What follows belongs to an exercise in optimizing a design on an open flow for small area, a short achievable clock period and few clock cycles per item; a production flow would make more cautious choices.
In this exercise RTL edits were held to simulation tests only and were not proved equivalent to the original.

==> flow/design.v (excerpt) <==
module sm3_expnd_top (
    input  logic      clk,
    input  logic      rst_n,
    input  sm3_expnd_pkg::sm3_word_t pad_d_i,
    input  logic      pad_vld_i,
    input  logic      pad_lst_i,
    output logic      pad_rdy_o,
    output sm3_expnd_pkg::sm3_word_t wj_o,
    output sm3_expnd_pkg::sm3_word_t wjj_o,
    output logic      expnd_vld_o,
    output logic      expnd_lst_o
);
clock: 3.5 ns
lec_check: 0
cap_margin: 20
core_margin: 2
core_utilization: 40
cts_cluster_diameter: 80
cts_cluster_size: 30
setup_slack_margin: 1.5
slew_margin: 20
run.sh (not shown) runs the stock make flow with config.mk's settings and CLKGATE_MAP_FILE= SYNTH_SCRIPT=/design/flow/synth_recipe.tcl, a recipe that flattens the netlist after the stock synthesis.
Testbench counts at the start, summed over its fixed seeds: cycles 6,536, items 6,144.
==> next run, changes <==
--- a/flow/config.mk
+++ b/flow/config.mk
@@ -10,5 +10,4 @@
 export CORE_UTILIZATION = 40
-export CTS_CLUSTER_DIAMETER = 80
-export CTS_CLUSTER_SIZE = 30
-export SETUP_SLACK_MARGIN = 1.5
+export CTS_BUF_LIST = sky130_fd_sc_hd__clkbuf_8
+export SETUP_SLACK_MARGIN = 1.8
 export SLEW_MARGIN = 20
After rerunning:
- design area rose by about 10%
- register-to-register slack gains 0.19 ns
- count of clock-buffer cells in the layout rose by 91
- wire length rose by 10%
- hold slack loses 0.026 ns
- final cell count rose by about 9%
- worst setup slack gains 0.065 ns
- non-clock buffer count rose by 13
==> next run, changes <==
--- a/flow/config.mk
+++ b/flow/config.mk
@@ -10,3 +10,4 @@
 export CORE_UTILIZATION = 40
-export CTS_BUF_LIST = sky130_fd_sc_hd__clkbuf_8
+export CTS_CLUSTER_DIAMETER = 60
+export CTS_CLUSTER_SIZE = 24
 export SETUP_SLACK_MARGIN = 1.8
What happened:
- die area does not change
- clock-buffer cell count shrinks by 81
- non-clock buffer count does not change
- design area shrinks by 3.8%
- routed wire length shrinks by 3.7%
- core utilization drops by 2.0 points
==> next run, changes <==
==> flow/flow/run.sh (new file) <==
#!/bin/bash
# The standard layout, with every port buffered by a buf_2 instead of the
# buffer buffer_ports picks by itself.
set -euo pipefail
export BUFFER_PORTS_ARGS="-buffer_cell sky130_fd_sc_hd__buf_2"
bash standard.sh finish > standard.log 2>&1
==> flow/standard.sh (new file) <==
#!/bin/bash
# synth_recipe.tcl (not shown) runs the flow's synth.tcl, then flattens the netlist and writes it again
# the make line also repeats each setting of config.mk as NAME=value (left out here)
make -C /OpenROAD-flow-scripts/flow DESIGN_CONFIG=/design/flow/config.mk WORK_HOME=/design/flow/orfs CLKGATE_MAP_FILE= SYNTH_SCRIPT=/design/flow/synth_recipe.tcl "${@:-finish}"
--- a/flow/config.mk
+++ b/flow/config.mk
@@ -10,5 +10,5 @@
 export CORE_UTILIZATION = 40
-export CTS_CLUSTER_DIAMETER = 60
-export CTS_CLUSTER_SIZE = 24
-export SETUP_SLACK_MARGIN = 1.8
+export CTS_CLUSTER_DIAMETER = 80
+export CTS_CLUSTER_SIZE = 30
+export SETUP_SLACK_MARGIN = 1.5
 export SLEW_MARGIN = 20
removed: flow/run.sh
=>
- worst hold slack degrades by 0.19 ns
- area after synthesis stays the same
- final cell count shrinks by a few percent
- die area is unchanged
- fmax shrinks by a few percent
- wire length shrinks by a few percent
- core utilization shrinks by 4.1 points
- via count shrinks by a few percent


Another version of the RTL of sm3_expnd_top (not shown whole).
Size in the first run: ~1000 cells after synthesis, roughly 100 I/O pins, roughly 15000 µm² of cells after synthesis.
Settings: LEC_CHECK=0, CAP_MARGIN=20, CORE_MARGIN=2, CORE_UTILIZATION=70, CTS_CLUSTER_DIAMETER=80, CTS_CLUSTER_SIZE=30, SETUP_SLACK_MARGIN=1.7, SLEW_MARGIN=20; clock period 3.5 ns.
standard.sh (not shown) runs the stock make flow with config.mk's settings and CLKGATE_MAP_FILE= SYNTH_SCRIPT=/design/flow/synth_recipe.tcl, a recipe that flattens the netlist after the stock synthesis.
==> flow/flow/run.sh <==
#!/bin/bash
# The standard layout, with every port buffered by a buf_2 instead of the
# buffer buffer_ports picks by itself.
set -euo pipefail
export BUFFER_PORTS_ARGS="-buffer_cell sky130_fd_sc_hd__buf_2"
bash standard.sh finish > standard.log 2>&1
The baseline finished clean.
Testbench counts at the start, summed over its fixed seeds: cycles 6,272, items 6,144.
==> next run, changes <==
Settings changed: CORE_UTILIZATION 70 to 55.
The new run completed without violations.
Setup slack degrades by 0.028 ns.
Die area grows by 27%.
Hold slack degrades by 0.0069 ns.
Final area went up by 1.1%.
Via count is lower by 0.30%.
Non-clock buffer count increases by 3.
Critical path depth does not change.
Global-route usage fell by 3.7 points.
==> next run, changes <==
==> flow/flow/run.sh (replaced) <==
#!/bin/bash
# The standard layout, with every port buffered by a buf_2 instead of the
# buffer buffer_ports picks by itself, and one level of sink clustering in CTS.
set -euo pipefail
export BUFFER_PORTS_ARGS="-buffer_cell sky130_fd_sc_hd__buf_2"
export CTS_ARGS="-sink_clustering_enable -repair_clock_nets -sink_clustering_size 30 -sink_clustering_max_diameter 80 -sink_clustering_levels 1"
bash standard.sh finish > standard.log 2>&1
Settings changed: CORE_UTILIZATION 55 to 40, CTS_CLUSTER_DIAMETER 80 to unset, CTS_CLUSTER_SIZE 30 to unset.
Effect: The new run went through all stages and came out clean. Setup slack is about the same. Non-clock buffer count went up by 1. Sequential share of layout area went down by 1.2 points. Wire length went up by about 7%.
==> next run, changes <==
==> flow/flow/run.sh (replaced) <==
#!/bin/bash
# The standard layout, with every port buffered by a buf_2 instead of the
# buffer buffer_ports picks by itself.
set -euo pipefail
export BUFFER_PORTS_ARGS="-buffer_cell sky130_fd_sc_hd__buf_2"
bash standard.sh finish > standard.log 2>&1
Settings changed: CORE_UTILIZATION 40 to 65, CTS_CLUSTER_DIAMETER set to 80, CTS_CLUSTER_SIZE set to 30.
Result:
- die area came out lower by well over a third
- worst setup slack gets better by 0.0095 ns
- global-route usage came out higher by 6.5 points
- worst hold slack improves by 0.026 ns
- sequential cell count is unchanged
- routed wire length went down by a little under a tenth
- clock skew rose by 0.012 ns
- core utilization is higher by 26 points

[afterwards: timing with drivers on the ports]
Ports are ideal in the flow. The routed layouts listed here were re-timed in OpenROAD. Step 1 assumes that a clkbuf_16 drives the clock port and a buf_2 every other input. Step 2 also shifts input and output timing later by t, the mid clock arrival at the registers, as if the neighbouring blocks saw the same clock. a / b / c = no drivers / after step 1 / after step 2; a / b = the first two.
run	t, ns	setup slack, ns	worst setup path at the end	worst data-port slew with drivers (ns)
the first run of note 1	0.587	1.561 / 1.515 / 1.177	input to register	0.04
the second run of note 1	0.641	1.626 / 1.579 / 1.302	input to register	0.04
the third run of note 1	0.620	1.654 / 1.604 / 1.315	input to register	0.04
the fourth run of note 1	0.585	1.607 / 1.556 / 1.638	input to register	0.04
the first run of note 2	0.581	1.715 / 1.668 / 1.574	input to register	0.03
the second run of note 2	0.586	1.687 / 1.641 / 1.634	input to register	0.04
the third run of note 2	0.610	1.688 / 1.638 / 1.543	input to register	0.04
the fourth run of note 2	0.575	1.697 / 1.650 / 1.654	input to register	0.03
After both steps setup and hold are still met in every run listed. The setup slack of the first run of note 1, which loses most, moves by -0.046 ns with the drivers and by -0.384 ns with both steps.
